From an optimization exercise on the open Yosys and OpenROAD flow, aimed at a short achievable clock period and few clock cycles; shortcuts taken in it are not production practice.
At most, simulation tests tie the RTL to the original design; equivalence was not proved.
Power figures rest on the tool's default switching activity, not on a simulated workload.

==> exp/juniper <==
Design rv_core, start of the top module:
module rv_core (
  input  logic          clk,
  input  logic          arst_n,
  output rv_pkg::word_t imem_addr,
  input  rv_pkg::word_t imem_data,
  output rv_pkg::word_t dmem_addr,
  output rv_pkg::word_t dmem_wdata,
  output logic          dmem_wr_en,
  output logic          dmem_rd_en,
  input  rv_pkg::word_t dmem_rdata,
  output logic          halt
);
==> flow/config.mk <==
export PLATFORM = sky130hd
export DESIGN_NAME = rv_core
export DESIGN_NICKNAME = rv_core
export VERILOG_FILES = /design/flow/design.v
export SDC_FILE = /design/flow/constraint.sdc
export NUM_CORES = 4
export LEC_CHECK = 0
export ABC_CLOCK_PERIOD_IN_PS = 2500
export CAP_MARGIN = 40
export CORE_MARGIN = 2
export CORE_UTILIZATION = 40
export SETUP_SLACK_MARGIN = 5.0
export SLEW_MARGIN = 40
export SYNTH_HIERARCHICAL = 1
export SYNTH_MINIMUM_KEEP_SIZE = 0
export TNS_END_PERCENT = 100
==> flow/constraint.sdc <==
create_clock -name core_clock -period 8.0 [get_ports {clk}]
set_input_delay 1.6000 -clock core_clock [delete_from_list [all_inputs] [get_ports {clk}]]
set_output_delay 1.6000 -clock core_clock [all_outputs]
set_load 0.01 [all_outputs]
run.sh (not shown) runs the stock make flow with config.mk's settings and CLKGATE_MAP_FILE= SYNTH_SCRIPT=/design/flow/synth_recipe.tcl, a recipe that flattens the netlist after the stock synthesis.
==> exp/zinc (differences from exp/juniper) <==
--- a/flow/design.v
+++ b/flow/design.v
@@ -167,30 +167,31 @@
   output logic          pred,          
   output rv_pkg::pc_t   target
 );
   rv_pkg::pc_t  pc_seq;
   rv_pkg::pc_t  pc_out;       
   logic [255:0] seen;
   logic [255:0] last;
-  logic         u_en;         
-  rv_pkg::pc_t  u_pc;
-  logic         u_taken;
   logic         is_branch;
   logic         same_regs;
   logic [2:0]   f3;
   logic         stat_pred;
   logic         dyn_seen;     
   logic         dyn_last;
   logic [1:0]   lk_seq;       
   logic [1:0]   lk_alt;
   logic [1:0]   lk_hold;
-  logic         s_redirect;   
-  logic         s_hold;
-  logic         s_target;
-  logic         s_seq;
+  logic [255:0] seen_r;
+  logic [255:0] last_r;
+  rv_pkg::pc_t  pc_pred;      
+  rv_pkg::pc_t  pc_nopred;    
+  rv_pkg::pc_t  out_pred;
+  rv_pkg::pc_t  out_nopred;
+  logic [1:0]   dyn_pred;
+  logic [1:0]   dyn_nopred;
   assign imem_addr = {22'b0, pc_out, 2'b00};
   assign pc_seq    = pc + 1'b1;
   assign target    = pc + {imem_data[29:25], imem_data[11:9]};
   assign is_branch = (imem_data[6:0] == rv_pkg::OPC_BRANCH);
   assign same_regs = (imem_data[19:15] == imem_data[24:20]);
   assign f3        = imem_data[14:12];
   always_comb
@@ -199,54 +200,48 @@
       stat_pred = 1'b1;
     else if (same_regs)
       stat_pred = (f3 == 3'b000) || (f3[2] && f3[0]);
     else
       stat_pred = f3[0];
   end
   assign pred = is_branch && (dyn_seen ? dyn_last : stat_pred);
-  assign s_redirect = redirect;
-  assign s_hold     = !redirect && hold;
-  assign s_target   = !redirect && !hold && pred;
-  assign s_seq      = !redirect && !hold && !pred;
-  assign lk_seq  = {seen[pc_seq], last[pc_seq]};
+  assign pc_nopred  = redirect ? redirect_pc : (hold ? pc : pc_seq);
+  assign out_nopred = halted ? pc_out : (redirect ? redirect_pc : (hold ? pc_out : pc_seq));
+  assign out_pred   = halted ? pc_out : (redirect ? redirect_pc : (hold ? pc_out : target));
+  assign pc_pred    = redirect ? redirect_pc : (hold ? pc : target);
+  assign dyn_nopred = redirect ? lk_alt : (hold ? lk_hold : lk_seq);
+  assign dyn_pred   = redirect ? lk_alt : (hold ? lk_hold : 2'b00);
+  assign seen_r  = {seen[0], seen[255:1]};
+  assign last_r  = {last[0], last[255:1]};
+  assign lk_seq  = {seen_r[pc], last_r[pc]};
   assign lk_alt  = {seen[redirect_pc], last[redirect_pc]};
   assign lk_hold = {seen[pc], last[pc]};
   always_ff @(posedge clk or negedge arst_n)
   begin
     if (!arst_n)
     begin
       pc       <= '0;
       pc_out   <= '0;
       seen     <= '0;
-      u_en     <= 1'b0;
       dyn_seen <= 1'b0;
     end
     else
     begin
-      pc <= ({8{s_redirect}} & redirect_pc)
-          | ({8{s_hold}}     & pc)
-          | ({8{s_target}}   & target)
-          | ({8{s_seq}}      & pc_seq);
-      pc_out <= ({8{s_redirect && !halted}} & redirect_pc)
-              | ({8{s_hold || halted}}      & pc_out)
-              | ({8{s_target && !halted}}   & target)
-              | ({8{s_seq && !halted}}      & pc_seq);
-      dyn_seen <= (s_redirect & lk_alt[1]) | (s_hold & lk_hold[1]) | (s_seq & lk_seq[1]);
-      u_en     <= upd_en;
-      if (u_en)
-        seen[u_pc] <= 1'b1;
+      pc       <= pred ? pc_pred : pc_nopred;
+      pc_out   <= pred ? out_pred : out_nopred;
+      dyn_seen <= pred ? dyn_pred[1] : dyn_nopred[1];
+      if (upd_en)
+        seen[upd_pc] <= 1'b1;
     end
   end
   always_ff @(posedge clk)
   begin
-    dyn_last <= (s_redirect & lk_alt[0]) | (s_hold & lk_hold[0]) | (s_seq & lk_seq[0]);
-    u_pc     <= upd_pc;
-    u_taken  <= upd_taken;
-    if (u_en)
-      last[u_pc] <= u_taken;
+    dyn_last <= pred ? dyn_pred[0] : dyn_nopred[0];
+    if (upd_en)
+      last[upd_pc] <= upd_taken;
   end
 endmodule
 `default_nettype wire
 `timescale 1ns/10ps
 `default_nettype none
 module rv_decode (
   input  rv_pkg::word_t instr,
@@ -337,31 +332,25 @@
            | ({32{sel[4]}} & ld)
            | ({32{sel[5]}} & rf)
            | ({32{sel[6]}} & imm);
 endmodule
 module rv_execute (
   input  rv_pkg::word_t a,
   input  rv_pkg::word_t b,
-  input  logic          br_lt,         
   input  logic          br_unsigned,   
-  input  logic          br_inv,        
-  output logic          taken,
-  output logic          cond           
+  output logic          lt,
+  output logic          eq
 );
-  logic eq;
-  logic lt;
   rv_cmp i_cmp (
     .a        (a),
     .b        (b),
     .signed_c (!br_unsigned),
     .lt       (lt),
     .eq       (eq)
   );
-  assign cond = br_lt ? lt : eq;
-  assign taken = cond ^ br_inv;
 endmodule
 `default_nettype wire
 `timescale 1ns/10ps
 `default_nettype none
 module rv_memwb (
   input  logic [4:0]    m_kind,     
   input  rv_pkg::word_t m_sum,
@@ -425,41 +414,46 @@
   logic [6:0]        s_add_a, s_add_b, s_log_a, s_log_b, s_sh_a, s_sh_b, s_cmp_a, s_cmp_b;
   logic [6:0]        s_adr_a, s_slt_a, s_slt_b;
   rv_pkg::word_t     add_a, add_b, log_a, log_b, sh_a, sh_b, cmp_a, cmp_b, adr_a;
   rv_pkg::word_t     x_addr;
   rv_pkg::word_t     slt_a, slt_b;
   rv_pkg::word_t     x_sum, x_log, x_sh;
   logic              x_slt;
-  logic              x_taken;
-  logic              x_cond;
+  logic              x_lt;
+  logic              x_eq;
   logic              e_live;       
+  logic              r_vb, r_lt, r_eq, r_br_lt, r_br_inv, r_br_flip;
+  rv_pkg::pc_t       r_pc;
+  rv_pkg::pc_t       r_alt;
+  logic              r_cond;
   logic              r_mis;        
-  rv_pkg::pc_t       r_alt;        
   logic              kill;
   logic              m_wen;
   rv_pkg::reg_addr_t m_rd;
   logic [4:0]        m_kind;
   rv_pkg::word_t     m_sum, m_log, m_sh;
   logic              m_slt;
   rv_pkg::word_t     m_addr;       
   rv_pkg::word_t     m_wdata;
   logic              m_rd_en;
   logic              m_wr_en;
   rv_pkg::word_t     wb_data;
+  assign r_cond = r_br_lt ? r_lt : r_eq;
+  assign r_mis  = r_vb && (r_cond ^ r_br_flip);
   assign e_live = e_valid && !r_mis;
   assign kill   = r_mis || (e_live && e_stop) || halt;
   rv_fetch i_fetch (
     .clk, .arst_n,
     .redirect    (r_mis),
     .redirect_pc (r_alt),
     .hold        (stall),
     .halted      (halt),
-    .upd_en      (e_live && e_branch),
-    .upd_pc      (e_pc),
-    .upd_taken   (x_taken),
+    .upd_en      (r_vb),
+    .upd_pc      (r_pc),
+    .upd_taken   (r_cond ^ r_br_inv),
     .imem_addr, .imem_data,
     .pc,
     .pred        (f_pred),
     .target      (f_target)
   );
   assign rs1 = imem_data[19:15];
   assign rs2 = imem_data[24:20];
@@ -500,23 +494,23 @@
   assign stall  = (hit1[4] && d_alu_rs1) || (hit2[4] && d_alu_rs2);
   always_ff @(posedge clk or negedge arst_n)
   begin
     if (!arst_n)
     begin
       e_valid <= 1'b0;
       halt    <= 1'b0;
-      r_mis   <= 1'b0;
+      r_vb    <= 1'b0;
     end
     else
     begin
       e_valid <= !kill && !stall;
       if ((e_live && e_stop) ||
           (d_stop && !kill && !(e_live && (e_load || e_store || e_branch))))
         halt <= 1'b1;
-      r_mis   <= e_live && e_branch && (x_cond ^ e_br_flip);
+      r_vb    <= e_live && e_branch;
     end
   end
   always_ff @(posedge clk)
   begin
     e_wen         <= d_wen;
     e_load        <= d_load;
     e_store       <= d_store;
@@ -600,19 +594,17 @@
     .slt        (x_slt),
     .log_y      (x_log),
     .sh_y       (x_sh)
   );
   rv_execute i_execute (
     .a           (cmp_a),
     .b           (cmp_b),
-    .br_lt       (e_br_lt),
     .br_unsigned (e_br_unsigned),
-    .br_inv      (e_br_inv),
-    .taken       (x_taken),
-    .cond        (x_cond)
+    .lt          (x_lt),
+    .eq          (x_eq)
   );
   always_ff @(posedge clk or negedge arst_n)
   begin
     if (!arst_n)
     begin
       m_wen   <= 1'b0;
       m_rd_en <= 1'b0;
@@ -623,15 +615,21 @@
       m_wen   <= e_live && e_wen;
       m_rd_en <= e_live && e_load;
       m_wr_en <= e_live && e_store;
     end
   end
   always_ff @(posedge clk)
   begin
-    r_alt  <= e_alt_pc;
+    r_alt     <= e_alt_pc;
+    r_pc      <= e_pc;
+    r_lt      <= x_lt;
+    r_eq      <= x_eq;
+    r_br_lt   <= e_br_lt;
+    r_br_inv  <= e_br_inv;
+    r_br_flip <= e_br_flip;
     m_rd   <= e_rd;
     m_kind <= e_kind;
     m_sum  <= x_sum;
     m_log  <= x_log;
     m_sh   <= x_sh;
     m_slt  <= x_slt;
     m_addr <= x_addr;
==> exp/raven (differences from exp/juniper) <==
--- a/flow/design.v
+++ b/flow/design.v
@@ -150,15 +150,17 @@
 endmodule
 `default_nettype wire
 `timescale 1ns/10ps
 `default_nettype none
 module rv_fetch (
   input  logic          clk,
   input  logic          arst_n,
-  input  logic          redirect,      
+  input  logic          cond,          
+  input  logic          mis_if1,       
+  input  logic          mis_if0,       
   input  rv_pkg::pc_t   redirect_pc,
   input  logic          hold,          
   input  logic          halted,        
   input  logic          upd_en,        
   input  rv_pkg::pc_t   upd_pc,
   input  logic          upd_taken,
   output rv_pkg::word_t imem_addr,
@@ -179,18 +181,26 @@
   logic [2:0]   f3;
   logic         stat_pred;
   logic         dyn_seen;     
   logic         dyn_last;
   logic [1:0]   lk_seq;       
   logic [1:0]   lk_alt;
   logic [1:0]   lk_hold;
-  logic         s_redirect;   
-  logic         s_hold;
-  logic         s_target;
+  logic         s_hold;       
+  logic         s_target;     
   logic         s_seq;
+  rv_pkg::pc_t  pc_norm;
+  rv_pkg::pc_t  out_norm;
+  rv_pkg::pc_t  pc_n1;
+  rv_pkg::pc_t  pc_n0;
+  rv_pkg::pc_t  out_n1;
+  rv_pkg::pc_t  out_n0;
+  logic [1:0]   dyn_norm;
+  logic [1:0]   dyn_n1;
+  logic [1:0]   dyn_n0;
   assign imem_addr = {22'b0, pc_out, 2'b00};
   assign pc_seq    = pc + 1'b1;
   assign target    = pc + {imem_data[29:25], imem_data[11:9]};
   assign is_branch = (imem_data[6:0] == rv_pkg::OPC_BRANCH);
   assign same_regs = (imem_data[19:15] == imem_data[24:20]);
   assign f3        = imem_data[14:12];
   always_comb
@@ -199,50 +209,56 @@
       stat_pred = 1'b1;
     else if (same_regs)
       stat_pred = (f3 == 3'b000) || (f3[2] && f3[0]);
     else
       stat_pred = f3[0];
   end
   assign pred = is_branch && (dyn_seen ? dyn_last : stat_pred);
-  assign s_redirect = redirect;
-  assign s_hold     = !redirect && hold;
-  assign s_target   = !redirect && !hold && pred;
-  assign s_seq      = !redirect && !hold && !pred;
+  assign s_hold   = hold;
+  assign s_target = !hold && pred;
+  assign s_seq    = !hold && !pred;
   assign lk_seq  = {seen[pc_seq], last[pc_seq]};
   assign lk_alt  = {seen[redirect_pc], last[redirect_pc]};
   assign lk_hold = {seen[pc], last[pc]};
+  assign pc_norm  = ({8{s_hold}}   & pc)
+                  | ({8{s_target}} & target)
+                  | ({8{s_seq}}    & pc_seq);
+  assign out_norm = halted ? pc_out : ({8{s_hold}}   & pc_out)
+                                    | ({8{s_target}} & target)
+                                    | ({8{s_seq}}    & pc_seq);
+  assign dyn_norm = ({2{s_hold}} & lk_hold) | ({2{s_seq}} & lk_seq);
+  assign pc_n1  = mis_if1 ? redirect_pc : pc_norm;
+  assign pc_n0  = mis_if0 ? redirect_pc : pc_norm;
+  assign out_n1 = (mis_if1 && !halted) ? redirect_pc : out_norm;
+  assign out_n0 = (mis_if0 && !halted) ? redirect_pc : out_norm;
+  assign dyn_n1 = mis_if1 ? lk_alt : dyn_norm;
+  assign dyn_n0 = mis_if0 ? lk_alt : dyn_norm;
   always_ff @(posedge clk or negedge arst_n)
   begin
     if (!arst_n)
     begin
       pc       <= '0;
       pc_out   <= '0;
       seen     <= '0;
       u_en     <= 1'b0;
       dyn_seen <= 1'b0;
     end
     else
     begin
-      pc <= ({8{s_redirect}} & redirect_pc)
-          | ({8{s_hold}}     & pc)
-          | ({8{s_target}}   & target)
-          | ({8{s_seq}}      & pc_seq);
-      pc_out <= ({8{s_redirect && !halted}} & redirect_pc)
-              | ({8{s_hold || halted}}      & pc_out)
-              | ({8{s_target && !halted}}   & target)
-              | ({8{s_seq && !halted}}      & pc_seq);
-      dyn_seen <= (s_redirect & lk_alt[1]) | (s_hold & lk_hold[1]) | (s_seq & lk_seq[1]);
+      pc       <= cond ? pc_n1 : pc_n0;
+      pc_out   <= cond ? out_n1 : out_n0;
+      dyn_seen <= cond ? dyn_n1[1] : dyn_n0[1];
       u_en     <= upd_en;
       if (u_en)
         seen[u_pc] <= 1'b1;
     end
   end
   always_ff @(posedge clk)
   begin
-    dyn_last <= (s_redirect & lk_alt[0]) | (s_hold & lk_hold[0]) | (s_seq & lk_seq[0]);
+    dyn_last <= cond ? dyn_n1[0] : dyn_n0[0];
     u_pc     <= upd_pc;
     u_taken  <= upd_taken;
     if (u_en)
       last[u_pc] <= u_taken;
   end
 endmodule
 `default_nettype wire
@@ -427,37 +443,49 @@
   rv_pkg::word_t     add_a, add_b, log_a, log_b, sh_a, sh_b, cmp_a, cmp_b, adr_a;
   rv_pkg::word_t     x_addr;
   rv_pkg::word_t     slt_a, slt_b;
   rv_pkg::word_t     x_sum, x_log, x_sh;
   logic              x_slt;
   logic              x_taken;
   logic              x_cond;
-  logic              e_live;       
-  logic              r_mis;        
-  rv_pkg::pc_t       r_alt;        
-  logic              kill;
+  logic              e_vb;         
+  logic              mis_if1;      
+  logic              mis_if0;
+  logic              mispredict;
+  logic              kill_if1;
+  logic              kill_if0;
+  logic              e_next1;      
+  logic              e_next0;
+  logic              halt_if1;
+  logic              halt_if0;
   logic              m_wen;
   rv_pkg::reg_addr_t m_rd;
   logic [4:0]        m_kind;
   rv_pkg::word_t     m_sum, m_log, m_sh;
   logic              m_slt;
   rv_pkg::word_t     m_addr;       
   rv_pkg::word_t     m_wdata;
   logic              m_rd_en;
   logic              m_wr_en;
   rv_pkg::word_t     wb_data;
-  assign e_live = e_valid && !r_mis;
-  assign kill   = r_mis || (e_live && e_stop) || halt;
+  assign e_vb       = e_valid && e_branch;
+  assign mis_if1    = e_vb && !e_br_flip;
+  assign mis_if0    = e_vb && e_br_flip;
+  assign mispredict = x_cond ? mis_if1 : mis_if0;
+  assign kill_if1   = mis_if1 || (e_valid && e_stop) || halt;
+  assign kill_if0   = mis_if0 || (e_valid && e_stop) || halt;
   rv_fetch i_fetch (
     .clk, .arst_n,
-    .redirect    (r_mis),
-    .redirect_pc (r_alt),
+    .cond        (x_cond),
+    .mis_if1,
+    .mis_if0,
+    .redirect_pc (e_alt_pc),
     .hold        (stall),
     .halted      (halt),
-    .upd_en      (e_live && e_branch),
+    .upd_en      (e_valid && e_branch),
     .upd_pc      (e_pc),
     .upd_taken   (x_taken),
     .imem_addr, .imem_data,
     .pc,
     .pred        (f_pred),
     .target      (f_target)
   );
@@ -494,29 +522,31 @@
   );
   assign d_kind = {d_load, d_slt, d_sh, d_log, d_add};
   assign hit1   = (e_valid && e_wen && (e_rd == rs1)) ? e_kind : 5'b0;
   assign hit2   = (e_valid && e_wen && (e_rd == rs2)) ? e_kind : 5'b0;
   assign rf1    = (hit1 == 5'b0);
   assign rf2    = (hit2 == 5'b0);
   assign stall  = (hit1[4] && d_alu_rs1) || (hit2[4] && d_alu_rs2);
+  assign e_next1 = !kill_if1 && !stall;
+  assign e_next0 = !kill_if0 && !stall;
+  assign halt_if1 = halt || (e_valid && e_stop) ||
+                    (d_stop && !kill_if1 && !(e_valid && (e_load || e_store)));
+  assign halt_if0 = halt || (e_valid && e_stop) ||
+                    (d_stop && !kill_if0 && !(e_valid && (e_load || e_store)));
   always_ff @(posedge clk or negedge arst_n)
   begin
     if (!arst_n)
     begin
       e_valid <= 1'b0;
       halt    <= 1'b0;
-      r_mis   <= 1'b0;
     end
     else
     begin
-      e_valid <= !kill && !stall;
-      if ((e_live && e_stop) ||
-          (d_stop && !kill && !(e_live && (e_load || e_store || e_branch))))
-        halt <= 1'b1;
-      r_mis   <= e_live && e_branch && (x_cond ^ e_br_flip);
+      e_valid <= x_cond ? e_next1 : e_next0;
+      halt    <= x_cond ? halt_if1 : halt_if0;
     end
   end
   always_ff @(posedge clk)
   begin
     e_wen         <= d_wen;
     e_load        <= d_load;
     e_store       <= d_store;
@@ -616,22 +646,21 @@
     begin
       m_wen   <= 1'b0;
       m_rd_en <= 1'b0;
       m_wr_en <= 1'b0;
     end
     else
     begin
-      m_wen   <= e_live && e_wen;
-      m_rd_en <= e_live && e_load;
-      m_wr_en <= e_live && e_store;
+      m_wen   <= e_valid && e_wen;
+      m_rd_en <= e_valid && e_load;
+      m_wr_en <= e_valid && e_store;
     end
   end
   always_ff @(posedge clk)
   begin
-    r_alt  <= e_alt_pc;
     m_rd   <= e_rd;
     m_kind <= e_kind;
     m_sum  <= x_sum;
     m_log  <= x_log;
     m_sh   <= x_sh;
     m_slt  <= x_slt;
     m_addr <= x_addr;
==> summary of the runs <==
exp/raven went through all stages and came out clean. exp/juniper finished clean. exp/zinc ran to the end with no violations. The highest combinational power belongs to exp/zinc, the lowest to exp/raven. In exp/raven the critical path depth is higher than in exp/juniper, by 4. The lowest worst hold slack belongs to exp/zinc, the highest to exp/raven. Against exp/zinc, the cell area of exp/raven is smaller by 0.55%. In exp/zinc the routed wire length is larger than in exp/raven, by 2.4%.
Testbench counts of exp/juniper, summed over its fixed seeds: cycles 42,962.
Testbench counts of exp/zinc, summed over its fixed seeds: cycles 42,962.
No functional check of the RTL was part of exp/raven.

[re-timing with driven ports]
No port has a modelled driver above. Below, the same layouts with a new extraction and two added sets of constraints. Step 1, drivers: a clkbuf_16 drives clk and a buf_2 each remaining input, both assumed. Step 2 times the ports against the registers' clock, not the clock port: input delays grow and output delays shrink by t, the midpoint of the rising clock arrivals with the driver on. Slacks: ideal / step 1 / step 2; pairs: ideal / step 1.
| run | t, ns | setup WS [ns] | slew at the worst register clock pin (ns) | worst data-port slew with drivers (ns) | pins driven straight from the clock port |
|---|---|---|---|---|---|
| exp/juniper | 1.012 | 4.517 / 4.485 / 3.724 | 0.07 / 0.07 | 0.31 | 1 |
| exp/zinc | 1.003 | 4.668 / 4.631 / 3.963 | 0.07 / 0.07 | 0.24 | 1 |
| exp/raven | 1.026 | 3.978 / 4.010 / 3.012 | 0.07 / 0.07 | 0.31 | 1 |
After both steps setup and hold are still met in every run listed. The setup slack of exp/raven, which loses most, moves by +0.032 ns with the drivers and by -0.966 ns with both steps.
